This is an optimization exercise on Yosys and OpenROAD, whose aim is small area, not a production implementation.
Function was checked by simulation only, so behaviour that the tests miss may differ from the original.
Power figures rest on the tool's default switching activity, not on a simulated workload.

==> flow/design.v, too long to show whole: its modules and the start of the top module <==
// module dru_fa: 4 lines
// module dru_ha: 4 lines
// module dru_gp: 4 lines
// module dru_g: 3 lines
// module decimal_rounding_unit_core: 1268 lines
module decimal_rounding_unit_core (
  input  logic        clk_i,
  input  logic        rst_ni,
  input  logic        start_i,
  output logic        busy_o,
  input  logic [50:0] in_i,
  output logic        done_o,
  output logic [48:0] result_o,
  input  logic        cfg_we_i,
  input  logic [2:0]  cfg_data_i
);
  // ...
==> flow/run.sh <==
#!/bin/bash
# synth_recipe.tcl (not shown) runs the flow's synth.tcl, then flattens the netlist and writes it again
# the make line also repeats each setting of config.mk as NAME=value (left out here)
make -C /OpenROAD-flow-scripts/flow DESIGN_CONFIG=/design/flow/config.mk WORK_HOME=/design/flow/orfs CLKGATE_MAP_FILE= SYNTH_SCRIPT=/design/flow/synth_recipe.tcl finish
==> flow/config.mk <==
export PLATFORM = sky130hd
export DESIGN_NAME = decimal_rounding_unit_core
export DESIGN_NICKNAME = decimal_rounding_unit_core
export VERILOG_FILES = /design/flow/design.v
export SDC_FILE = /design/flow/constraint.sdc
export NUM_CORES = 4
export LEC_CHECK = 0
export CAP_MARGIN = 20
export CORE_MARGIN = 2
export CORE_UTILIZATION = 40
export GPL_TIMING_DRIVEN = 0
export SETUP_SLACK_MARGIN = 0.1
export SLEW_MARGIN = 20
export SYNTH_HIERARCHICAL = 1
==> flow/constraint.sdc <==
create_clock -name core_clock -period 6.0 [get_ports {clk_i}]
set_input_delay 1.2000 -clock core_clock [delete_from_list [all_inputs] [get_ports {clk_i}]]
set_output_delay 1.2000 -clock core_clock [all_outputs]
set_load 0.01 [all_outputs]
==> reports/metrics.yaml, run 1 <==
status: "complete, but fails checks"
so_faults: "negative setup slack"
min_path_type: "reg -> reg"
placed_cell_area_mm2: 0.0199
path_class: "reg -> out"
cts_resized: 179
setup_slack_ns: -0.0215
setup_violations: 2
grt_max_degree: 15
crit_required_ns: 4.80
tritoncts: "yes"
viasPerCell: 6.04
power_density_mw_per_mm2: 651
ant_nets: 0
power.largest_group: "combinational logic"
syn_avg_cell_area_um2: 9.61
crit_path_cell_trace: "ha_4 -> a21o_1 -> a21o_1 -> a21o_1 -> a21o_1 -> a21o_1 -> a21o_1 -> a21o_4 -> xor2_4 -> nand4b_4 -> or3_4 -> or3_4 -> buf_6 -> or4_4 -> mux2i_2 -> xor2_1 -> a21o_1 -> buf_2"
area_growth_pct: 22.7
wl_per_cell_um: 26.7
worstSetupEndpoint: "result_o[46]"
rsz0062_at_grt: "yes"
synth_cells: 1875
largest_class: "multi-input combinational cells"
finalHoldViolCount: 0
final_common_cell: "dfxtp_1"
holdBufCountCts: 0
multi_input_area_mm2: 0.0137
p_clk_mw: 1.57
multi_input_area_share_pct: 61.7
hold_end: "vb_v[39]"
clock_tree.root_cell: "clkbuf_16"
nonClkBufAreaFrac_pct: 9.53
antennaDiodeCount: 2
reg2reg_from: "vb_t[4]"
met2_usage_pct: 47.2
crit_path_start_kind: "register"
layout_common_cells: "203 x dfxtp_1, 196 x fa_1, 128 x a21o_1, 97 x nand2_1, 90 x clkdlybuf4s50_1"
==> run 2, diff against run 1 <==
--- a/flow/design.v
+++ b/flow/design.v
@@ -1172,101 +1172,125 @@
   wire s4_63, s4_64;
   dru_gp u_s4_63 (.g1(s4_32), .p1(s4_31), .g0(s4_30), .p0(s4_29), .g(s4_63), .p(s4_64));
   wire s4_65, s4_66;
   dru_gp u_s4_65 (.g1(s4_36), .p1(s4_35), .g0(s4_34), .p0(s4_33), .g(s4_65), .p(s4_66));
   wire s4_67, s4_68;
   dru_gp u_s4_67 (.g1(s4_40), .p1(s4_39), .g0(s4_38), .p0(s4_37), .g(s4_67), .p(s4_68));
   wire s4_69, s4_70;
   dru_gp u_s4_69 (.g1(s4_44), .p1(s4_43), .g0(s4_42), .p0(s4_41), .g(s4_69), .p(s4_70));
-  wire s4_71, s4_72;
-  dru_gp u_s4_71 (.g1(s4_49), .p1(s4_50), .g0(s4_47), .p0(s4_48), .g(s4_71), .p(s4_72));
+  wire s4_71;
+  dru_g u_s4_71 (.g1(s4_2), .p1(s4_1), .g0(s4_47), .g(s4_71));
   wire s4_73, s4_74;
-  dru_gp u_s4_73 (.g1(s4_53), .p1(s4_54), .g0(s4_51), .p0(s4_52), .g(s4_73), .p(s4_74));
+  dru_gp u_s4_73 (.g1(s4_49), .p1(s4_50), .g0(s4_47), .p0(s4_48), .g(s4_73), .p(s4_74));
   wire s4_75, s4_76;
-  dru_gp u_s4_75 (.g1(s4_57), .p1(s4_58), .g0(s4_55), .p0(s4_56), .g(s4_75), .p(s4_76));
+  dru_gp u_s4_75 (.g1(s4_10), .p1(s4_9), .g0(s4_51), .p0(s4_52), .g(s4_75), .p(s4_76));
   wire s4_77, s4_78;
-  dru_gp u_s4_77 (.g1(s4_61), .p1(s4_62), .g0(s4_59), .p0(s4_60), .g(s4_77), .p(s4_78));
+  dru_gp u_s4_77 (.g1(s4_53), .p1(s4_54), .g0(s4_51), .p0(s4_52), .g(s4_77), .p(s4_78));
   wire s4_79, s4_80;
-  dru_gp u_s4_79 (.g1(s4_65), .p1(s4_66), .g0(s4_63), .p0(s4_64), .g(s4_79), .p(s4_80));
+  dru_gp u_s4_79 (.g1(s4_18), .p1(s4_17), .g0(s4_55), .p0(s4_56), .g(s4_79), .p(s4_80));
   wire s4_81, s4_82;
-  dru_gp u_s4_81 (.g1(s4_69), .p1(s4_70), .g0(s4_67), .p0(s4_68), .g(s4_81), .p(s4_82));
+  dru_gp u_s4_81 (.g1(s4_57), .p1(s4_58), .g0(s4_55), .p0(s4_56), .g(s4_81), .p(s4_82));
   wire s4_83, s4_84;
-  dru_gp u_s4_83 (.g1(s4_73), .p1(s4_74), .g0(s4_71), .p0(s4_72), .g(s4_83), .p(s4_84));
+  dru_gp u_s4_83 (.g1(s4_26), .p1(s4_25), .g0(s4_59), .p0(s4_60), .g(s4_83), .p(s4_84));
   wire s4_85, s4_86;
-  dru_gp u_s4_85 (.g1(s4_77), .p1(s4_78), .g0(s4_75), .p0(s4_76), .g(s4_85), .p(s4_86));
+  dru_gp u_s4_85 (.g1(s4_61), .p1(s4_62), .g0(s4_59), .p0(s4_60), .g(s4_85), .p(s4_86));
   wire s4_87, s4_88;
-  dru_gp u_s4_87 (.g1(s4_81), .p1(s4_82), .g0(s4_79), .p0(s4_80), .g(s4_87), .p(s4_88));
+  dru_gp u_s4_87 (.g1(s4_34), .p1(s4_33), .g0(s4_63), .p0(s4_64), .g(s4_87), .p(s4_88));
   wire s4_89, s4_90;
-  dru_gp u_s4_89 (.g1(s4_85), .p1(s4_86), .g0(s4_83), .p0(s4_84), .g(s4_89), .p(s4_90));
+  dru_gp u_s4_89 (.g1(s4_65), .p1(s4_66), .g0(s4_63), .p0(s4_64), .g(s4_89), .p(s4_90));
   wire s4_91, s4_92;
-  dru_gp u_s4_91 (.g1(s4_87), .p1(s4_88), .g0(s4_89), .p0(s4_90), .g(s4_91), .p(s4_92));
+  dru_gp u_s4_91 (.g1(s4_42), .p1(s4_41), .g0(s4_67), .p0(s4_68), .g(s4_91), .p(s4_92));
   wire s4_93, s4_94;
-  dru_gp u_s4_93 (.g1(s4_75), .p1(s4_76), .g0(s4_83), .p0(s4_84), .g(s4_93), .p(s4_94));
-  wire s4_95, s4_96;
-  dru_gp u_s4_95 (.g1(s4_79), .p1(s4_80), .g0(s4_89), .p0(s4_90), .g(s4_95), .p(s4_96));
-  wire s4_97, s4_98;
-  dru_gp u_s4_97 (.g1(s4_51), .p1(s4_52), .g0(s4_71), .p0(s4_72), .g(s4_97), .p(s4_98));
-  wire s4_99, s4_100;
-  dru_gp u_s4_99 (.g1(s4_55), .p1(s4_56), .g0(s4_83), .p0(s4_84), .g(s4_99), .p(s4_100));
+  dru_gp u_s4_93 (.g1(s4_69), .p1(s4_70), .g0(s4_67), .p0(s4_68), .g(s4_93), .p(s4_94));
+  wire s4_95;
+  dru_g u_s4_95 (.g1(s4_6), .p1(s4_5), .g0(s4_73), .g(s4_95));
+  wire s4_97;
+  dru_g u_s4_97 (.g1(s4_51), .p1(s4_52), .g0(s4_73), .g(s4_97));
+  wire s4_99;
+  dru_g u_s4_99 (.g1(s4_75), .p1(s4_76), .g0(s4_73), .g(s4_99));
   wire s4_101, s4_102;
-  dru_gp u_s4_101 (.g1(s4_59), .p1(s4_60), .g0(s4_93), .p0(s4_94), .g(s4_101), .p(s4_102));
+  dru_gp u_s4_101 (.g1(s4_77), .p1(s4_78), .g0(s4_73), .p0(s4_74), .g(s4_101), .p(s4_102));
   wire s4_103, s4_104;
-  dru_gp u_s4_103 (.g1(s4_63), .p1(s4_64), .g0(s4_89), .p0(s4_90), .g(s4_103), .p(s4_104));
+  dru_gp u_s4_103 (.g1(s4_22), .p1(s4_21), .g0(s4_81), .p0(s4_82), .g(s4_103), .p(s4_104));
   wire s4_105, s4_106;
-  dru_gp u_s4_105 (.g1(s4_67), .p1(s4_68), .g0(s4_95), .p0(s4_96), .g(s4_105), .p(s4_106));
-  wire s4_107;
-  dru_g u_s4_107 (.g1(s4_2), .p1(s4_1), .g0(s4_47), .g(s4_107));
-  wire s4_109;
-  dru_g u_s4_109 (.g1(s4_6), .p1(s4_5), .g0(s4_71), .g(s4_109));
-  wire s4_111;
-  dru_g u_s4_111 (.g1(s4_10), .p1(s4_9), .g0(s4_97), .g(s4_111));
-  wire s4_113;
-  dru_g u_s4_113 (.g1(s4_14), .p1(s4_13), .g0(s4_83), .g(s4_113));
-  wire s4_115;
-  dru_g u_s4_115 (.g1(s4_18), .p1(s4_17), .g0(s4_99), .g(s4_115));
-  wire s4_117;
-  dru_g u_s4_117 (.g1(s4_22), .p1(s4_21), .g0(s4_93), .g(s4_117));
+  dru_gp u_s4_105 (.g1(s4_59), .p1(s4_60), .g0(s4_81), .p0(s4_82), .g(s4_105), .p(s4_106));
+  wire s4_107, s4_108;
+  dru_gp u_s4_107 (.g1(s4_83), .p1(s4_84), .g0(s4_81), .p0(s4_82), .g(s4_107), .p(s4_108));
+  wire s4_109, s4_110;
+  dru_gp u_s4_109 (.g1(s4_85), .p1(s4_86), .g0(s4_81), .p0(s4_82), .g(s4_109), .p(s4_110));
+  wire s4_111, s4_112;
+  dru_gp u_s4_111 (.g1(s4_38), .p1(s4_37), .g0(s4_89), .p0(s4_90), .g(s4_111), .p(s4_112));
+  wire s4_113, s4_114;
+  dru_gp u_s4_113 (.g1(s4_67), .p1(s4_68), .g0(s4_89), .p0(s4_90), .g(s4_113), .p(s4_114));
+  wire s4_115, s4_116;
+  dru_gp u_s4_115 (.g1(s4_91), .p1(s4_92), .g0(s4_89), .p0(s4_90), .g(s4_115), .p(s4_116));
+  wire s4_117, s4_118;
+  dru_gp u_s4_117 (.g1(s4_93), .p1(s4_94), .g0(s4_89), .p0(s4_90), .g(s4_117), .p(s4_118));
   wire s4_119;
-  dru_g u_s4_119 (.g1(s4_26), .p1(s4_25), .g0(s4_101), .g(s4_119));
+  dru_g u_s4_119 (.g1(s4_14), .p1(s4_13), .g0(s4_101), .g(s4_119));
   wire s4_121;
-  dru_g u_s4_121 (.g1(s4_30), .p1(s4_29), .g0(s4_89), .g(s4_121));
+  dru_g u_s4_121 (.g1(s4_55), .p1(s4_56), .g0(s4_101), .g(s4_121));
   wire s4_123;
-  dru_g u_s4_123 (.g1(s4_34), .p1(s4_33), .g0(s4_103), .g(s4_123));
+  dru_g u_s4_123 (.g1(s4_79), .p1(s4_80), .g0(s4_101), .g(s4_123));
   wire s4_125;
-  dru_g u_s4_125 (.g1(s4_38), .p1(s4_37), .g0(s4_95), .g(s4_125));
+  dru_g u_s4_125 (.g1(s4_81), .p1(s4_82), .g0(s4_101), .g(s4_125));
   wire s4_127;
-  dru_g u_s4_127 (.g1(s4_42), .p1(s4_41), .g0(s4_105), .g(s4_127));
+  dru_g u_s4_127 (.g1(s4_103), .p1(s4_104), .g0(s4_101), .g(s4_127));
   wire s4_129;
-  dru_g u_s4_129 (.g1(s4_46), .p1(s4_45), .g0(s4_91), .g(s4_129));
-  wire s4_131 = vd_xa[0] ^ 1'b1;
-  wire s4_132 = s4_1 ^ s4_47;
-  wire s4_133 = s4_3 ^ s4_107;
-  wire s4_134 = s4_5 ^ s4_71;
-  wire s4_135 = s4_7 ^ s4_109;
-  wire s4_136 = s4_9 ^ s4_97;
-  wire s4_137 = s4_11 ^ s4_111;
-  wire s4_138 = s4_13 ^ s4_83;
-  wire s4_139 = s4_15 ^ s4_113;
-  wire s4_140 = s4_17 ^ s4_99;
-  wire s4_141 = s4_19 ^ s4_115;
-  wire s4_142 = s4_21 ^ s4_93;
-  wire s4_143 = s4_23 ^ s4_117;
-  wire s4_144 = s4_25 ^ s4_101;
-  wire s4_145 = s4_27 ^ s4_119;
-  wire s4_146 = s4_29 ^ s4_89;
-  wire s4_147 = s4_31 ^ s4_121;
-  wire s4_148 = s4_33 ^ s4_103;
-  wire s4_149 = s4_35 ^ s4_123;
-  wire s4_150 = s4_37 ^ s4_95;
-  wire s4_151 = s4_39 ^ s4_125;
-  wire s4_152 = s4_41 ^ s4_105;
-  wire s4_153 = s4_43 ^ s4_127;
-  wire s4_154 = s4_45 ^ s4_91;
-  assign xsum = {s4_154, s4_153, s4_152, s4_151, s4_150, s4_149, s4_148, s4_147, s4_146, s4_145, s4_144, s4_143, s4_142, s4_141, s4_140, s4_139, s4_138, s4_137, s4_136, s4_135, s4_134, s4_133, s4_132, s4_131};
+  dru_g u_s4_129 (.g1(s4_105), .p1(s4_106), .g0(s4_101), .g(s4_129));
+  wire s4_131;
+  dru_g u_s4_131 (.g1(s4_107), .p1(s4_108), .g0(s4_101), .g(s4_131));
+  wire s4_133, s4_134;
+  dru_gp u_s4_133 (.g1(s4_109), .p1(s4_110), .g0(s4_101), .p0(s4_102), .g(s4_133), .p(s4_134));
+  wire s4_135, s4_136;
+  dru_gp u_s4_135 (.g1(s4_46), .p1(s4_45), .g0(s4_117), .p0(s4_118), .g(s4_135), .p(s4_136));
+  wire s4_137;
+  dru_g u_s4_137 (.g1(s4_30), .p1(s4_29), .g0(s4_133), .g(s4_137));
+  wire s4_139;
+  dru_g u_s4_139 (.g1(s4_63), .p1(s4_64), .g0(s4_133), .g(s4_139));
+  wire s4_141;
+  dru_g u_s4_141 (.g1(s4_87), .p1(s4_88), .g0(s4_133), .g(s4_141));
+  wire s4_143;
+  dru_g u_s4_143 (.g1(s4_89), .p1(s4_90), .g0(s4_133), .g(s4_143));
+  wire s4_145;
+  dru_g u_s4_145 (.g1(s4_111), .p1(s4_112), .g0(s4_133), .g(s4_145));
+  wire s4_147;
+  dru_g u_s4_147 (.g1(s4_113), .p1(s4_114), .g0(s4_133), .g(s4_147));
+  wire s4_149;
+  dru_g u_s4_149 (.g1(s4_115), .p1(s4_116), .g0(s4_133), .g(s4_149));
+  wire s4_151;
+  dru_g u_s4_151 (.g1(s4_117), .p1(s4_118), .g0(s4_133), .g(s4_151));
+  wire s4_153;
+  dru_g u_s4_153 (.g1(s4_135), .p1(s4_136), .g0(s4_133), .g(s4_153));
+  wire s4_155 = vd_xa[0] ^ 1'b1;
+  wire s4_156 = s4_1 ^ s4_47;
+  wire s4_157 = s4_3 ^ s4_71;
+  wire s4_158 = s4_5 ^ s4_73;
+  wire s4_159 = s4_7 ^ s4_95;
+  wire s4_160 = s4_9 ^ s4_97;
+  wire s4_161 = s4_11 ^ s4_99;
+  wire s4_162 = s4_13 ^ s4_101;
+  wire s4_163 = s4_15 ^ s4_119;
+  wire s4_164 = s4_17 ^ s4_121;
+  wire s4_165 = s4_19 ^ s4_123;
+  wire s4_166 = s4_21 ^ s4_125;
+  wire s4_167 = s4_23 ^ s4_127;
+  wire s4_168 = s4_25 ^ s4_129;
+  wire s4_169 = s4_27 ^ s4_131;
+  wire s4_170 = s4_29 ^ s4_133;
+  wire s4_171 = s4_31 ^ s4_137;
+  wire s4_172 = s4_33 ^ s4_139;
+  wire s4_173 = s4_35 ^ s4_141;
+  wire s4_174 = s4_37 ^ s4_143;
+  wire s4_175 = s4_39 ^ s4_145;
+  wire s4_176 = s4_41 ^ s4_147;
+  wire s4_177 = s4_43 ^ s4_149;
+  wire s4_178 = s4_45 ^ s4_151;
+  assign xsum = {s4_178, s4_177, s4_176, s4_175, s4_174, s4_173, s4_172, s4_171, s4_170, s4_169, s4_168, s4_167, s4_166, s4_165, s4_164, s4_163, s4_162, s4_161, s4_160, s4_159, s4_158, s4_157, s4_156, s4_155};
   wire [23:0] vd_x = xsum;
   logic [25:0] inc, dec, rh;
   logic [25:0] pi, pd;
   logic        ovf;
   always_comb begin
     pi[0] = 1'b1;
     pd[0] = 1'b1;
     for (int i = 1; i < 26; i++) begin
==> flow/config.mk (replaced) <==
export PLATFORM = sky130hd
export DESIGN_NAME = decimal_rounding_unit_core
export DESIGN_NICKNAME = decimal_rounding_unit_core
export VERILOG_FILES = /design/flow/design.v
export SDC_FILE = /design/flow/constraint.sdc
export NUM_CORES = 4
export LEC_CHECK = 0
export CAP_MARGIN = 20
export CORE_MARGIN = 2
export CORE_UTILIZATION = 40
export CTS_BUF_LIST = sky130_fd_sc_hd__clkbuf_4
export CTS_CLUSTER_SIZE = 20
export GPL_TIMING_DRIVEN = 0
export SETUP_SLACK_MARGIN = 0.3
export SLEW_MARGIN = 20
export SYNTH_HIERARCHICAL = 1
==> reports/metrics.yaml, run 2 <==
path_class: "reg -> reg"  # was reg -> out
syn_avg_cell_area_um2: 9.53  # was 9.61 um2
drc: 0  # unchanged
fin_util_pct: 49.6  # was 49.9%
routed.top_layer: "met4"  # was met5
wl_met3_um: 5940  # was 5890 um
grt_pass1_wl_um: 103000  # was 106000 um
cp_max_fo: 11  # was 5
slew_viol_final: 0  # unchanged
chipHeight_um: 216  # about the same
placed_cell_area_mm2: 0.0198  # was 0.0199 mm2
worst_pin_slew_ns: 0.926  # was 1.02 ns
vias: 16400  # was 16100
clock-sinks: 222  # unchanged
dr.pass1.iters: 6  # was 5
critical_path.max_stage_delay_ns: 0.46  # was 0.50 ns
crit_path_cell_trace: "buf_6 -> inv_1 -> clkbuf_4 -> o32ai_1 -> or3_1 -> o41ai_4 -> o2111ai_2 -> nor3_2 -> o21ai_0 -> a311oi_2 -> ha_4 -> ha_4 -> ha_1 -> clkbuf_4 -> nor2_4 -> nor2_1 -> a31oi_1 -> nand2_1 -> a311oi_4 -> a2111oi_4 -> fa_1"  # was ha_4 -> a21o_1 -> a21o_1 -> a21o_1 -> a21o_1 -> a21o_1 -> a21o_1 -> a21o_4 -> xor2_4 -> nand4b_4 -> or3_4 -> or3_4 -> buf_6 -> or4_4 -> mux2i_2 -> xor2_1 -> a21o_1 -> buf_2
ant_nets: 0  # unchanged
start_util_pct: 40.6  # was 40.7%
final.period_utilization_pct: 93.5  # was 100%
period_needed_ns: 5.61  # was 6.02 ns
die_area_mm2: 0.0466  # was 0.0468 mm2
grt_pass1_vias: 16400  # was 16300
cp-startpoint: "vb_t[9]"  # was vd_xa[4]
dp_slack_ns: -1.33  # was -1.55 ns
finalHoldViolCount: 0  # unchanged
top_regs: "va_v: 48 flops, vb_v: 48 flops, vd_hi: 26 flops"  # unchanged
endpoint_kind: "register"  # was output pin
design_area_mm2: 0.0219  # was 0.0221 mm2
gr-usage-all-layers_pct: 29.4  # was 30.1%
reg2reg_from: "vb_t[9]"  # was vb_t[4]
clk_latency_ns: 0.85  # was 0.54 ns
grt_max_degree: 19  # was 15
grt_antenna_before_repair: 2  # was 5
cts_buffer_depth: 3  # unchanged
crit_required_ns: 6.59  # was 4.80 ns
routed_wirelength_um: 69100  # was 71300 um
power_density_mw_per_mm2: 623  # was 651 mW/mm2
drt-met1-wl_um: 29200  # was 30200 um
cp.depth: 21  # was 18
drt_iter0_drc: 1615  # was 1607
clk_pin_slew_ns: 0.07  # was 0.06 ns
setup_violations: 0  # was 2
holdBufCountCts: 0  # unchanged
row_count: 77  # unchanged
ir_worst_vdd_uv: 847  # was 678 uV
worst-path-buf-inv: 4  # was 2
synth_cells: 1884  # was 1875
die_w_um: 216  # about the same
status: "complete, no violations"  # was complete, but fails checks
crit_path_start_kind: "register"  # unchanged
routabilityCongestion: 0.973  # was 0.975
ctsHtreeMaxLevel: 2  # was 1
fin_nets: 2456  # was 2408
fin_skew_ns: 0.153  # was 0.0243 ns
cts_made_buffers: 58  # was 24
rsz0062_at_grt: "yes"  # unchanged
r2r_cells: 21  # was 22
place.port_buffers: 106  # unchanged
maxSlewHeadroom_pct: 38.1  # was 31.3%
clock_tree.root_cell: "clkbuf_4"  # was clkbuf_16
wl_met2_um: 30500  # was 32100 um
power.leakage_nw: 9.81  # was 9.74 nW
cp_slowest_cell: "fa_1"  # was or4_4
min_path_type: "reg -> reg"  # unchanged
cp_top_family: "compound AO/OA/AOI/OAI gates"  # unchanged
viasPerCell: 5.98  # was 6.04
synthesis.area_mm2: 0.0179  # was 0.0180 mm2
io_pins: 109  # unchanged
tritoncts: "yes"  # unchanged
wl_per_cell_um: 25.2  # was 26.7 um
layout_common_cells: "210 x dfxtp_1, 196 x fa_1, 123 x a21o_1, 114 x nand2_1, 105 x clkbuf_4"  # was 203 x dfxtp_1, 196 x fa_1, 128 x a21o_1, 97 x nand2_1, 90 x clkdlybuf4s50_1
gr-total-overflow: 0  # unchanged
worstReg2RegEnd: "vd_xa[7]"  # was vd_xa[9]
core_area_mm2: 0.0442  # was 0.0443 mm2
timing.fmax_mhz: 178  # was 166 MHz
setup_slack_ns: 0.392  # was -0.0215 ns
area_growth_pct: 22.3  # was 22.7%
arrival_ns: 6.19  # was 4.82 ns
cap_violations: 0  # unchanged
drive_above_1_share_pct: 17.3  # was 16.6%
place.detailed.hpwl_um: 54700  # was 57200 um
worstSetupEndpoint: "vd_xa[7]"  # was result_o[46]
r2r_slack_ns: 0.39  # was 0.26 ns
final_common_cell: "dfxtp_1"  # unchanged
yosys_warnings: 7  # unchanged
-- run 2: area by class of cell --
cell class | count | area [um2]
repair buffers | 143 | 1360
clock buffers | 80 | 601
clock inverters | 24 | 196
well taps | 592 | 741
fillers | 4221 | 22300
diodes | 3 | 7.51
inverters | 70 | 283
plain buffers | 112 | 744
multi-input cells | 1497 | 13500
flip-flops and latches | 222 | 4500
-- run 2: how the worst min path moves through the flow --
stage / endpoint / slack, ns / start / cells after the start
after CTS: vb_v[6] / 0.25 / va_v[6] / 0
after floorplan: vb_md[0] / 0.31 / va_md[0] / 0
final: vb_v[6] / 0.26 / va_v[6] / 0
after global routing: vb_v[12] / 0.28 / va_v[12] / 0
after global placement: vb_v[22] / 0.31 / va_v[22] / 0
after detailed placement: vb_v[13] / 0.31 / va_v[13] / 0
-- run 2: layer usage --
layer  up-vias  global-route usage (%)
met1      8110                    40.7
met5         -                       0
met4         0                    11.8
li1       7185                       -
met3       216                    5.79
met2       879                    45.0
-- run 2: timing repair --
action | in CTS | in global routing
pin swaps | 17 | 26
resized for setup | 166 | 178
gates cloned | 0 | 0
setup buffers | 18 | 19
endpoints found under the setup margin | 101 | 86
-- run 2: metrics by stage --
| step | total power [mW] | hold slack, ns | setup TNS, ns | std cells |
|---|---|---|---|---|
| floorplan | 8.43 | 0.310 | 0 | 1902 |
| detailed placement | 11.5 | 0.312 | -30.69 | 2600 |
| global route | 14.7 | 0.281 | 0 | 2742 |
| global placement | 11.5 | 0.310 | -36.88 | 2600 |
| CTS | 13.3 | 0.251 | 0 | 2721 |
| finish | 13.7 | 0.257 | 0 | 2743 |
-- run 2: where the power goes --
part	internal [mW]	switching (mW)
logic	4.35	5.72
clock network	0.754	0.635
registers	1.90	0.313
total	7.00	6.67
==> run 3, diff against run 2 <==
--- a/flow/config.mk
+++ b/flow/config.mk
@@ -8,8 +8,6 @@
 export CAP_MARGIN = 20
 export CORE_MARGIN = 2
 export CORE_UTILIZATION = 40
-export CTS_BUF_LIST = sky130_fd_sc_hd__clkbuf_4
-export CTS_CLUSTER_SIZE = 20
 export GPL_TIMING_DRIVEN = 0
 export SETUP_SLACK_MARGIN = 0.3
 export SLEW_MARGIN = 20
==> reports/metrics.yaml, run 3 <==
status: "complete, no violations"  # unchanged
grt_antenna_before_repair: 0  # was 2
fin_nets: 2406  # was 2456
grt_pass1_vias: 16000  # was 16400
grt_max_degree: 16  # was 19
ant_nets: 0  # unchanged
io_pins: 109  # unchanged
setup_violations: 0  # unchanged
power.leakage_nw: 9.65  # was 9.81 nW
arrival_ns: 6.08  # was 6.19 ns
clock_tree.root_cell: "clkbuf_16"  # was clkbuf_4
timing.fmax_mhz: 176  # was 178 MHz
setup_total_negative_slack_ns: 0  # unchanged
crit_path_start_kind: "register"  # unchanged
syn_avg_cell_area_um2: 9.53  # unchanged
dr.pass1.iters: 6  # unchanged
gr-total-overflow: 0  # unchanged
tritoncts: "yes"  # unchanged
chipHeight_um: 216  # unchanged
p_int_mw: 7.07  # was 7.00 mW
rsz0062_at_grt: "yes"  # unchanged
period_needed_ns: 5.68  # was 5.61 ns
slew_viol_final: 0  # unchanged
place.port_buffers: 106  # unchanged
power_frac_clock_pct: 11.9  # was 10.2%
cts_buffer_depth: 3  # unchanged
grt_pass1_wl_um: 102000  # was 103000 um
area_growth_pct: 20.9  # was 22.3%
place.detailed.hpwl_um: 54700  # unchanged
synthesis.area_mm2: 0.0179  # unchanged
vias: 15900  # was 16400
row_count: 77  # unchanged
cts_made_buffers: 25  # was 58
drc: 0  # unchanged
p_total_mw: 13.7  # about the same
endpoint_kind: "register"  # unchanged
crit_path_cell_trace: "buf_6 -> inv_1 -> clkbuf_4 -> o32ai_1 -> or3_1 -> o41ai_4 -> o2111ai_2 -> nor3_2 -> a32oi_1 -> a311oi_1 -> ha_2 -> ha_4 -> ha_1 -> clkbuf_2 -> nor2_4 -> nor2_2 -> a31oi_2 -> nand2_1 -> a311oi_4 -> a2111oi_4 -> fa_1"  # was buf_6 -> inv_1 -> clkbuf_4 -> o32ai_1 -> or3_1 -> o41ai_4 -> o2111ai_2 -> nor3_2 -> o21ai_0 -> a311oi_2 -> ha_4 -> ha_4 -> ha_1 -> clkbuf_4 -> nor2_4 -> nor2_1 -> a31oi_1 -> nand2_1 -> a311oi_4 -> a2111oi_4 -> fa_1
top_regs: "va_v: 48 flops, vb_v: 48 flops, vd_hi: 26 flops"  # unchanged
cap_violations: 0  # unchanged
antennaDiodeCount: 0  # was 3
ctsHtreeMaxLevel: 1  # was 2
clk_pin_slew_ns: 0.06  # was 0.07 ns
worst-path-buf-inv: 4  # unchanged
clock-sinks: 222  # unchanged
viasPerCell: 5.98  # about the same
drive_above_1_share_pct: 13.7  # was 17.3%
fill_cells: 4207  # was 4221
final.period_utilization_pct: 94.6  # was 93.5%
regArea_mm2: 0.00450  # about the same
routabilityCongestion: 0.973  # unchanged
synth_cells: 1884  # unchanged
ir_worst_vdd_uv: 840  # was 847 uV
path_class: "reg -> reg"  # unchanged
core_area_mm2: 0.0442  # unchanged
gr-usage-all-layers_pct: 29.0  # was 29.4%
drt_iter0_drc: 1633  # was 1615
power_density_mw_per_mm2: 632  # was 623 mW/mm2
seqPwrFrac_pct: 15.8  # was 16.2%
die_area_mm2: 0.0466  # unchanged
pwr-share-comb_pct: 72.3  # was 73.6%
fin_skew_ns: 0.0308  # was 0.153 ns
switching_share_pct: 48.4  # was 48.8%
crit_required_ns: 6.41  # was 6.59 ns
critical_path.max_stage_delay_ns: 0.46  # about the same
min_path_type: "reg -> reg"  # unchanged
multi_input_area_mm2: 0.0133  # was 0.0135 mm2
die_w_um: 216  # unchanged
cp_top_family: "compound AO/OA/AOI/OAI gates"  # unchanged
finalHoldViolCount: 0  # unchanged
routed_wirelength_um: 68400  # was 69100 um
maxSlewHeadroom_pct: 32.0  # was 38.1%
whs_ns: 0.326  # was 0.257 ns
layout_common_cells: "211 x dfxtp_1, 196 x fa_1, 123 x a21o_1, 115 x nand2_1, 94 x ha_1"  # was 210 x dfxtp_1, 196 x fa_1, 123 x a21o_1, 114 x nand2_1, 105 x clkbuf_4
start_util_pct: 40.6  # unchanged
cp_slowest_cell: "fa_1"  # unchanged
yosys_warnings: 7  # unchanged
cp_max_fo: 10  # was 11
clk_latency_ns: 0.56  # was 0.85 ns
wl_per_cell_um: 25.7  # was 25.2 um
worst_pin_slew_ns: 1.01  # was 0.926 ns
final_common_cell: "dfxtp_1"  # unchanged
switchingPower_mw: 6.63  # was 6.67 mW
## run 3: power by group through the flow
stage,logic [mW],registers [mW],clock network (mW)
after floorplan,6.36,2.07,0
after global placement,9.29,2.17,0
after detailed placement,9.32,2.18,0
after CTS,9.61,2.15,1.67
after global routing,10.8,2.19,1.73
final,9.91,2.16,1.64
## run 3: area by class of cell
cell class	instances	area share, %
clock buffers	26	2.95
inverters	70	1.29
repair buffers	126	5.64
multi-input cells	1497	61.4
clock inverters	20	1.17
flip-flops and latches	222	20.7
well taps	592	3.41
plain buffers	112	3.39
## run 3: path summary, 6_finish.rpt
path | to | from | slack (ns) | cells past startpoint
setup / recovery | vd_xa[7] | vb_t[9] | 0.32 | 21
setup reg to reg | vd_xa[7] | vb_t[9] | 0.32 | 21
hold reg to reg | vb_v[21] | va_v[21] | 0.33 | 0
max in group asynchronous | ks[2] | rst_ni | 4.67 | 1
min in group asynchronous | va_q | rst_ni | 0.97 | 1
hold / removal | vb_v[21] | va_v[21] | 0.33 | 0
## run 3: what timing repair did
action	CTS	global route
endpoints found under the setup margin	100	80
hold buffers	0	0
pin swaps	9	23
setup buffers	7	13
gates resized for setup	142	167
## run 3: stage by stage
step / util [%] / setup slack, ns / cells / cell area, um2
floorplan: - / 0.577 / 1902 / 18000
global placement: 44.8 / -1.55 / 2600 / 19800
detailed placement: 44.8 / -1.33 / 2600 / 19800
CTS: 47.9 / 0.269 / 2652 / 21200
global route: 49.1 / 0.236 / 2665 / 21700
finish: 49.1 / 0.325 / 2665 / 21700
## run 3: per-layer routing
metal  part of all wire [%]  up-vias  track usage, %  wire length [um]
li1                       -     7065               -                 -
met2                     44      819            44.2             30200
met1                     43     7885            40.9             29400
met5                      0        -               0                 0
met4                    4.7        0            12.3              3190
met3                    8.1      178            4.24              5540
==> run 4, diff against run 3 <==
==> flow/flow/run.sh (new file) <==
#!/bin/bash
# Standard ORFS layout (the standard.sh, unchanged synthesis), with the port buffers
# made of the smallest buffer cell instead of the default choice.
set -euo pipefail
bash standard.sh "BUFFER_PORTS_ARGS=-buffer_cell sky130_fd_sc_hd__buf_1" finish > standard_make.log 2>&1
==> flow/standard.sh (new file) <==
#!/bin/bash
# synth_recipe.tcl (not shown) runs the flow's synth.tcl, then flattens the netlist and writes it again
# the make line also repeats each setting of config.mk as NAME=value (left out here)
make -C /OpenROAD-flow-scripts/flow DESIGN_CONFIG=/design/flow/config.mk WORK_HOME=/design/flow/orfs CLKGATE_MAP_FILE= SYNTH_SCRIPT=/design/flow/synth_recipe.tcl "${@:-finish}"
removed: flow/run.sh
==> reports/metrics.yaml, run 4 <==
viasPerCell: 6.02  # was 5.98
finalHoldViolCount: 0  # unchanged
fin_cells: 2660  # was 2665
p_total_mw: 13.5  # was 13.7 mW
cap_violations: 0  # unchanged
fill_cells: 4277  # was 4207
power.leakage_nw: 9.24  # was 9.65 nW
arrival_ns: 6.09  # was 6.08 ns
die_w_um: 216  # unchanged
place.port_buffers: 106  # unchanged
multi_input_area_mm2: 0.0134  # was 0.0133 mm2
synthesis.area_mm2: 0.0179  # unchanged
drt_iter0_drc: 1299  # was 1633
synth_cells: 1884  # unchanged
yosys_warnings: 7  # unchanged
grt_max_degree: 16  # unchanged
path_class: "reg -> reg"  # unchanged
final.period_utilization_pct: 94.7  # was 94.6%
final_common_cell: "dfxtp_1"  # unchanged
area_growth_pct: 17.2  # was 20.9%
power_density_mw_per_mm2: 644  # was 632 mW/mm2
core_area_mm2: 0.0442  # unchanged
drc: 0  # unchanged
clk_latency_ns: 0.55  # was 0.56 ns
worst-path-buf-inv: 3  # was 4
routed_wirelength_um: 71100  # was 68400 um
cts_buffer_depth: 3  # unchanged
syn_avg_cell_area_um2: 9.53  # unchanged
fin_skew_ns: 0.0228  # was 0.0308 ns
top_regs: "va_v: 48 flops, vb_v: 48 flops, vd_hi: 26 flops"  # unchanged
period_needed_ns: 5.68  # about the same
worst_pin_slew_ns: 1.07  # was 1.01 ns
tritoncts: "yes"  # unchanged
clk_pin_slew_ns: 0.06  # about the same
die_area_mm2: 0.0466  # unchanged
layout_common_cells: "213 x dfxtp_1, 196 x fa_1, 123 x a21o_1, 115 x nand2_1, 107 x buf_1"  # was 211 x dfxtp_1, 196 x fa_1, 123 x a21o_1, 115 x nand2_1, 94 x ha_1
rsz0062_at_grt: "yes"  # unchanged
slew_viol_final: 0  # unchanged
clock_tree.root_cell: "clkbuf_16"  # unchanged
crit_required_ns: 6.41  # about the same
chipHeight_um: 216  # unchanged
routabilityCongestion: 1.00  # was 0.973
start_util_pct: 40.6  # unchanged
dr.pass1.iters: 6  # unchanged
r2r_slack_ns: 0.32  # about the same
io_pins: 109  # unchanged
antennaDiodeCount: 0  # unchanged
fin_nets: 2404  # was 2406
cp_slowest_cell: "dfxtp_1"  # was fa_1
maxSlewHeadroom_pct: 28.3  # was 32.0%
vias: 16000  # was 15900
regArea_mm2: 0.00449  # was 0.00450 mm2
grt_antenna_before_repair: 4  # was 0
ctsHtreeMaxLevel: 1  # unchanged
ir_worst_vdd_uv: 602  # was 840 uV
drive_above_1_share_pct: 14.0  # was 13.7%
critical_path.max_stage_delay_ns: 0.52  # was 0.46 ns
grt_pass1_wl_um: 105000  # was 102000 um
setup_violations: 0  # unchanged
endpoint_kind: "register"  # unchanged
gr-total-overflow: 0  # unchanged
design_area_mm2: 0.0210  # was 0.0217 mm2
dp_slack_ns: -1.74  # was -1.33 ns
timing.fmax_mhz: 176  # about the same
placed_cell_area_mm2: 0.0192  # was 0.0198 mm2
dp.cells: 2601  # was 2600
place.detailed.hpwl_um: 57700  # was 54700 um
clock-sinks: 222  # unchanged
cts_made_buffers: 25  # unchanged
row_count: 77  # unchanged
gr-usage-all-layers_pct: 30.2  # was 29.0%
cp_common_cell: "ha_2"
cp_max_fo: 10  # unchanged
crit_path_cell_trace: "clkbuf_4 -> and4bb_2 -> nand3_1 -> a2111o_1 -> a41oi_1 -> or2_2 -> o21ai_0 -> or3_1 -> a311oi_2 -> ha_2 -> inv_2 -> ha_2 -> buf_4 -> nand2_1 -> a211oi_2 -> nor2_1 -> a211oi_4 -> fa_1"  # was buf_6 -> inv_1 -> clkbuf_4 -> o32ai_1 -> or3_1 -> o41ai_4 -> o2111ai_2 -> nor3_2 -> a32oi_1 -> a311oi_1 -> ha_2 -> ha_4 -> ha_1 -> clkbuf_2 -> nor2_4 -> nor2_2 -> a31oi_2 -> nand2_1 -> a311oi_4 -> a2111oi_4 -> fa_1
setup_slack_ns: 0.319  # was 0.325 ns
min_path_type: "reg -> reg"  # unchanged
grt_pass1_vias: 16100  # was 16000
status: "complete, no violations"  # unchanged
cp_top_family: "compound AO/OA/AOI/OAI gates"  # unchanged
wl_per_cell_um: 26.7  # was 25.7 um
ant_nets: 0  # unchanged
crit_path_start_kind: "register"  # unchanged
==> run 4: final cells by class <==
type                       count  area share [%]
clock inverter                12           0.631
tap                          592            3.52
sequential                   222            21.4
timing repair buffer         123            2.49
inverter                      70            1.31
clock buffer                  31            3.33
buffer                       113            3.45
multi-input combinational   1497            63.9
==> run 4: stage by stage <==
step / hold slack, ns / utilization [%] / TNS [ns]
floorplan: 0.310 / - / 0
global placement: 0.310 / 43.3 / -57.36
detailed placement: 0.312 / 43.3 / -45.39
CTS: 0.315 / 46.6 / 0
global route: 0.311 / 47.6 / 0
finish: 0.314 / 47.6 / 0
==> run 4: report_power, final <==
group | switching (mW) | total [mW] | internal (mW)
clock network | 0.646 | 1.53 | 0.887
registers | 0.322 | 2.22 | 1.90
logic | 5.92 | 9.78 | 3.86
==> run 4: timing repair <==
item / 4_1_cts / 5_1_grt
setup endpoints to repair: 89 / 74
buffers inserted: 4 / 12
resized for setup: 173 / 112
pin swaps: 11 / 18
hold buffers: 0 / 0
==> run 4: final timing paths <==
| kind | from | end | cells past startpoint |
|---|---|---|---|
| worst max-delay path | vb_t[14] | vd_xa[10] | 18 |
| worst min-delay path | va_v[45] | vb_v[45] | 0 |
| max in group asynchronous | rst_ni | ks[2] | 1 |
| worst min register to register | va_v[45] | vb_v[45] | 0 |
| worst max register to register | vb_t[14] | vd_xa[10] | 18 |
| min in group asynchronous | rst_ni | ks[1] | 1 |
==> run 4: routing by layer <==
| metal | global-route usage, % | routed length, um | vias to the layer above |
|---|---|---|---|
| li1 | - | - | 7044 |
| met1 | 41.8 | 30500 | 8042 |
| met2 | 47.9 | 32400 | 774 |
| met3 | 4.71 | 5220 | 166 |
| met4 | 11.1 | 2990 | 0 |
| met5 | 0 | 0 | - |
==> run 4: worst reg2reg max path: stages (launching register included) <==
cell,delay [ns]
dfxtp_1,0.52
clkbuf_4,0.35
and4bb_2,0.38
nand3_1,0.19
a2111o_1,0.45
a41oi_1,0.32
or2_2,0.18
o21ai_0,0.07
or3_1,0.32
a311oi_2,0.31
ha_2,0.38
inv_2,0.15
ha_2,0.27
buf_4,0.23
nand2_1,0.12
a211oi_2,0.26
nor2_1,0.11
a211oi_4,0.48
fa_1,0.47
==> run 5, diff against run 4 <==
--- a/flow/config.mk
+++ b/flow/config.mk
@@ -9,6 +9,6 @@
 export CORE_MARGIN = 2
 export CORE_UTILIZATION = 40
 export GPL_TIMING_DRIVEN = 0
-export SETUP_SLACK_MARGIN = 0.3
+export SETUP_SLACK_MARGIN = 0.2
 export SLEW_MARGIN = 20
 export SYNTH_HIERARCHICAL = 1
==> reports/metrics.yaml, run 5 <==
status: "complete, no violations"  # unchanged
core_area_mm2: 0.0442  # unchanged
clk_pin_slew_ns: 0.06  # about the same
switching_share_pct: 50.8  # was 50.9%
switchingPower_mw: 6.87  # was 6.88 mW
holdBufCountCts: 0  # unchanged
antennaDiodeCount: 0  # unchanged
layout_common_cells: "211 x dfxtp_1, 196 x fa_1, 123 x a21o_1, 116 x nand2_1, 108 x buf_1"  # was 213 x dfxtp_1, 196 x fa_1, 123 x a21o_1, 115 x nand2_1, 107 x buf_1
cts_buffer_depth: 3  # unchanged
row_count: 77  # unchanged
grt_pass1_vias: 16000  # was 16100
drt_iter0_drc: 1288  # was 1299
die_w_um: 216  # unchanged
dr.pass1.iters: 7  # was 6
maxSlewHeadroom_pct: 31.7  # was 28.3%
place.detailed.hpwl_um: 57700  # unchanged
grt_pass1_wl_um: 105000  # about the same
setup_total_negative_slack_ns: 0  # unchanged
design_area_mm2: 0.0209  # was 0.0210 mm2
io_pins: 109  # unchanged
routed.top_layer: "met4"  # unchanged
routed_wirelength_um: 71000  # was 71100 um
setup_violations: 0  # unchanged
fin_skew_ns: 0.0284  # was 0.0228 ns
wl_met2_um: 32400  # about the same
fin_nets: 2397  # was 2404
pwr-share-comb_pct: 72.2  # was 72.3%
viasPerCell: 6.05  # was 6.02
ant_nets: 0  # unchanged
cp_max_fo: 10  # unchanged
clk_latency_ns: 0.56  # was 0.55 ns
chipHeight_um: 216  # unchanged
power_density_mw_per_mm2: 645  # was 644 mW/mm2
clock_tree.root_cell: "clkbuf_16"  # unchanged
min_path_type: "reg -> reg"  # unchanged
final.period_utilization_pct: 94.6  # was 94.7%
endpoint_kind: "register"  # unchanged
die_area_mm2: 0.0466  # unchanged
clock-sinks: 222  # unchanged
gr-usage-all-layers_pct: 30.2  # about the same
setup_slack_ns: 0.322  # was 0.319 ns
vias: 16000  # about the same
start_util_pct: 40.6  # unchanged
seqPwrFrac_pct: 16.4  # about the same
drive_above_1_share_pct: 13.2  # was 14.0%
p_int_mw: 6.65  # about the same
crit_path_start_kind: "register"  # unchanged
power.leakage_nw: 9.18  # was 9.24 nW
synth_cells: 1884  # unchanged
worst_pin_slew_ns: 1.02  # was 1.07 ns
routabilityCongestion: 1.00  # unchanged
period_needed_ns: 5.68  # about the same
arrival_ns: 6.09  # about the same
whs_ns: 0.314  # about the same
top_regs: "va_v: 48 flops, vb_v: 48 flops, vd_hi: 26 flops"  # unchanged
slew_viol_final: 0  # unchanged
drc: 0  # unchanged
final_common_cell: "dfxtp_1"  # unchanged
crit_required_ns: 6.41  # about the same
syn_avg_cell_area_um2: 9.53  # unchanged
yosys_warnings: 7  # unchanged
dp_slack_ns: -1.74  # unchanged
path_class: "reg -> reg"  # unchanged
place.port_buffers: 106  # unchanged
power_frac_clock_pct: 11.3  # about the same
tritoncts: "yes"  # unchanged
placed_cell_area_mm2: 0.0192  # unchanged
grt_antenna_before_repair: 3  # was 4
rsz0062_at_grt: "no"  # was yes
cap_violations: 0  # unchanged
drt-met1-wl_um: 30800  # was 30500 um
ir_worst_vdd_uv: 602  # about the same
synthesis.area_mm2: 0.0179  # unchanged
timing.fmax_mhz: 176  # about the same
gr-total-overflow: 0  # unchanged
wl_per_cell_um: 26.8  # was 26.7 um
grt_max_degree: 16  # unchanged
finalHoldViolCount: 0  # unchanged
wl_met3_um: 4740  # was 5220 um
ctsHtreeMaxLevel: 1  # unchanged
cts_made_buffers: 25  # unchanged
area_growth_pct: 16.7  # was 17.2%
==> run 5: cell count changes in the layout (fill, tap and decap cells not counted), sizes merged <==
| cell | change |
|---|---|
| clkbuf | +2 |
| buf | -9 |
| clkinv | +1 |
| inv | -1 |
==> run 5: repair_timing <==
| action | in CTS | in global routing |
|---|---|---|
| buffers inserted | 2 | 8 |
| pin swaps | 4 | 19 |
| endpoints found under the setup margin | 84 | 64 |
| resized for setup | 142 | 150 |
==> run 5: area by class of cell <==
class / instances / area [um2]
inverters: 70 / 275
clock buffers: 31 / 699
plain buffers: 112 / 742
well taps: 592 / 741
repair buffers: 117 / 478
multi-input cells: 1497 / 13400
flip-flops and latches: 222 / 4490
fillers: 4282 / 23300
clock inverters: 12 / 133
==> run 5: worst paths after layout <==
kind                       startpoint        to  slack, ns  depth (start not counted)
max                           vb_t[3]  vd_xa[5]       0.32                         22
min                          va_v[45]  vb_v[45]       0.31                          0
max reg2reg                   vb_t[3]  vd_xa[5]       0.32                         22
min reg2reg                  va_v[45]  vb_v[45]       0.31                          0
max in group asynchronous      rst_ni     ks[2]       5.08                          1
min in group asynchronous      rst_ni     ks[1]       0.57                          1
==> run 5: per-layer routing <==
metal | vias up | GRT usage, %
li1 | 7038 | -
met1 | 8087 | 42.0
met2 | 758 | 47.7
met3 | 164 | 4.21
met4 | 0 | 11.1
met5 | - | 0
==> run 5: per-stage QoR <==
| step | power, mW | util [%] | cells |
|---|---|---|---|
| 5_1_grt | 14.5 | 47.4 | 2653 |
| 3_3_place_gp | 11.3 | 43.3 | 2600 |
| 2_1_floorplan | 8.43 | - | 1902 |
| 3_5_place_dp | 11.3 | 43.3 | 2601 |
| 4_1_cts | 13.2 | 46.3 | 2645 |
| 6_report | 13.5 | 47.4 | 2653 |
==> run 5: critical path, stage by stage, from the launching register on <==
cell and delay (ns):
dfxtp_1 0.30, buf_2 0.17, or4_1 0.54, buf_6 0.17, or4_4 0.52, nor3_4 0.28
and4_4 0.28, o31ai_2 0.11, o2111ai_4 0.18, nor3_2 0.09, a32oi_1 0.23, a311oi_2 0.14
ha_2 0.23, ha_4 0.18, nand2_1 0.06, a21oi_1 0.06, a21oi_2 0.27, nand3_2 0.15
clkbuf_4 0.23, nor4_1 0.33, a31oi_1 0.10, a41oi_2 0.41, fa_1 0.48
==> run 5: power groups by stage <==
stage | logic [mW] | registers (mW) | clock network, mW
after floorplan | 6.36 | 2.07 | 0
after global placement | 9.04 | 2.23 | 0
after detailed placement | 9.11 | 2.23 | 0
after CTS | 9.39 | 2.21 | 1.56
after global routing | 10.6 | 2.25 | 1.62
final | 9.76 | 2.22 | 1.53
==> run 6, diff against run 5 <==
--- a/flow/config.mk
+++ b/flow/config.mk
@@ -9,6 +9,6 @@
 export CORE_MARGIN = 2
 export CORE_UTILIZATION = 40
 export GPL_TIMING_DRIVEN = 0
-export SETUP_SLACK_MARGIN = 0.2
+export SETUP_SLACK_MARGIN = 0.15
 export SLEW_MARGIN = 20
 export SYNTH_HIERARCHICAL = 1
==> reports/metrics.yaml, run 6 <==
status: "complete, no violations"  # unchanged
setup_violations: 0  # unchanged
hold_path_depth: 0  # unchanged
die_area_mm2: 0.0466  # unchanged
pwr-share-comb_pct: 72.1  # was 72.2%
holdBufCountCts: 0  # unchanged
power_density_mw_per_mm2: 645  # about the same
gr-usage-all-layers_pct: 30.1  # was 30.2%
fin_nets: 2395  # was 2397
routabilityCongestion: 1.00  # unchanged
crit_required_ns: 6.41  # about the same
chipHeight_um: 216  # unchanged
cts_made_buffers: 25  # unchanged
gr-total-overflow: 0  # unchanged
ir_worst_vdd_uv: 606  # was 602 uV
power_frac_clock_pct: 11.4  # was 11.3%
switching_share_pct: 50.8  # about the same
fin_cells: 2651  # was 2653
viasPerCell: 6.04  # was 6.05
fin_skew_ns: 0.0285  # was 0.0284 ns
wl_per_cell_um: 26.8  # about the same
antennaDiodeCount: 0  # unchanged
clk_latency_ns: 0.56  # about the same
dr.pass1.iters: 5  # was 7
clock_tree.root_cell: "clkbuf_16"  # unchanged
grt_pass1_wl_um: 105000  # about the same
slew_viol_final: 0  # unchanged
power.leakage_nw: 9.15  # was 9.18 nW
io_pins: 109  # unchanged
dp_slack_ns: -1.74  # unchanged
row_count: 77  # unchanged
top_regs: "va_v: 48 flops, vb_v: 48 flops, vd_hi: 26 flops"  # unchanged
grt_max_degree: 16  # unchanged
r2r_cells: 21  # was 22
crit_path_start_kind: "register"  # unchanged
area_growth_pct: 16.3  # was 16.7%
cap_violations: 0  # unchanged
seqPwrFrac_pct: 16.5  # was 16.4%
met3_usage_pct: 4.06  # was 4.21%
routed_wirelength_um: 71000  # about the same
synth_cells: 1884  # unchanged
final_common_cell: "dfxtp_1"  # unchanged
endpoint_kind: "register"  # unchanged
tritoncts: "yes"  # unchanged
gr-max-usage-layer: "met2"  # unchanged
clk_pin_slew_ns: 0.06  # about the same
cp_max_fo: 10  # unchanged
clock-sinks: 222  # unchanged
worst_pin_slew_ns: 1.08  # was 1.02 ns
grt_antenna_before_repair: 4  # was 3
syn_avg_cell_area_um2: 9.53  # unchanged
start_util_pct: 40.6  # unchanged
drt_iter0_drc: 1323  # was 1288
cts_buffer_depth: 3  # unchanged
die_w_um: 216  # unchanged
switchingPower_mw: 6.84  # was 6.87 mW
yosys_warnings: 7  # unchanged
p_int_mw: 6.62  # was 6.65 mW
final.period_utilization_pct: 95.4  # was 94.6%
path_class: "reg -> reg"  # unchanged
drive_above_1_share_pct: 12.5  # was 13.2%
rsz0062_at_grt: "yes"  # was no
place.detailed.hpwl_um: 57700  # unchanged
ctsHtreeMaxLevel: 1  # unchanged
core_area_mm2: 0.0442  # unchanged
arrival_ns: 6.13  # was 6.09 ns
grt_pass1_vias: 16000  # about the same
layout_common_cells: "212 x dfxtp_1, 196 x fa_1, 123 x a21o_1, 117 x nand2_1, 108 x buf_1"  # was 211 x dfxtp_1, 196 x fa_1, 123 x a21o_1, 116 x nand2_1, 108 x buf_1
met1_usage_pct: 42.0  # about the same
vias: 16000  # about the same
setup_slack_ns: 0.275  # was 0.322 ns
place.port_buffers: 106  # unchanged
met2_usage_pct: 47.9  # was 47.7%
dp.cells: 2601  # unchanged
min_path_type: "reg -> reg"  # unchanged
timing.fmax_mhz: 175  # was 176 MHz
drc: 0  # unchanged
finalHoldViolCount: 0  # unchanged
period_needed_ns: 5.72  # was 5.68 ns
synthesis.area_mm2: 0.0179  # unchanged
maxSlewHeadroom_pct: 27.6  # was 31.7%
ant_nets: 0  # unchanged
[run 6: worst max-delay path: stages (launching register included)]
cell       delay (ns)
dfxtp_1          0.43
buf_4            0.24
buf_2            0.28
clkbuf_4         0.30
nor3_1           0.07
o2111ai_1        0.28
o221ai_1         0.23
o41ai_4          0.36
o2111ai_4        0.25
nor3_2           0.24
a32oi_1          0.14
a311oi_2         0.36
ha_4             0.21
ha_4             0.20
buf_12           0.12
ha_4             0.16
clkbuf_4         0.23
nand2_1          0.11
a211oi_1         0.29
nor2_1           0.12
a211oi_4         0.47
fa_1             0.49
[run 6: layer usage]
layer  part of all wire (%)  wire length [um]
met5                      0                 0
met4                    4.1              2950
met3                    7.0              4990
met2                     46             32500
met1                     43             30500
[run 6: power by group through the flow]
stage          combinational (mW)  sequential (mW)  clock (mW)
3_5_place_dp                 9.11             2.23           0
6_report                     9.70             2.22        1.53
5_1_grt                      10.6             2.24        1.62
2_1_floorplan                6.36             2.07           0
4_1_cts                      9.36             2.21        1.56
3_3_place_gp                 9.04             2.23           0
[run 6: final cells by class]
type | count | area [um2]
fill | 4288 | 23400
clock buffer | 31 | 699
timing repair buffer | 115 | 475
buffer | 112 | 701
sequential | 222 | 4490
tap | 592 | 741
inverter | 70 | 275
clock inverter | 12 | 133
multi-input combinational | 1497 | 13400
[run 6: timing repair]
item	CTS	global route
resized for setup	129	138
pin swaps	3	14
setup buffers	0	8
setup endpoints to repair	76	62
endpoints found under the hold margin	0	0
[run 6: final timing paths]
check | startpoint | endpoint | slack [ns]
setup / recovery | vb_t[7] | vd_xa[10] | 0.28
hold / removal | va_v[45] | vb_v[45] | 0.31
setup reg to reg | vb_t[7] | vd_xa[10] | 0.28
hold reg to reg | va_v[45] | vb_v[45] | 0.31
max in group asynchronous | rst_ni | ks[2] | 5.08
min in group asynchronous | rst_ni | ks[1] | 0.57
[run 6: per-stage QoR]
| stage | power [mW] | hold WS (ns) | instance area (um2) | setup TNS, ns | util [%] |
|---|---|---|---|---|---|
| floorplan | 8.43 | 0.310 | 18000 | 0 | - |
| global placement | 11.3 | 0.310 | 19200 | -57.36 | 43.3 |
| detailed placement | 11.3 | 0.312 | 19200 | -45.39 | 43.3 |
| CTS | 13.1 | 0.315 | 20400 | 0 | 46.2 |
| global route | 14.4 | 0.311 | 20900 | 0 | 47.2 |
| finish | 13.5 | 0.314 | 20900 | 0 | 47.2 |

[what the ideal ports hide]
The flow's constraints put no driver on any port. The routed layouts listed below were extracted and timed again, unchanged, in two steps. Step 1: set_driving_cell puts a clkbuf_16 on clk_i and a buf_2 on each other input, an assumption about the parent block. Step 2, shift: input delay + t, output delay - t, t = (earliest + latest rising clock arrival at the registers) / 2. This alone moves slack from input paths to output paths. Slacks: ideal ports / drivers / drivers and shift; pairs: ideal ports / drivers.
run | t, ns | slack for setup (ns) | pins driven straight from the clock port
run 1 | 0.589 | -0.021 / -0.080 / -0.299 | 1
run 2 | 0.830 | 0.392 / 0.392 / -0.308 | 1
run 3 | 0.605 | 0.325 / 0.325 / -0.112 | 1
run 4 | 0.599 | 0.319 / 0.319 / -0.033 | 1
run 5 | 0.599 | 0.322 / 0.322 / -0.045 | 1
run 6 | 0.599 | 0.275 / 0.275 / -0.048 | 1
Met with ideal ports but missed after step 2: setup timing in 5 of these runs. For run 2, which loses most, drivers alone change the setup slack by 0.000 ns; drivers and shift together by -0.700 ns.
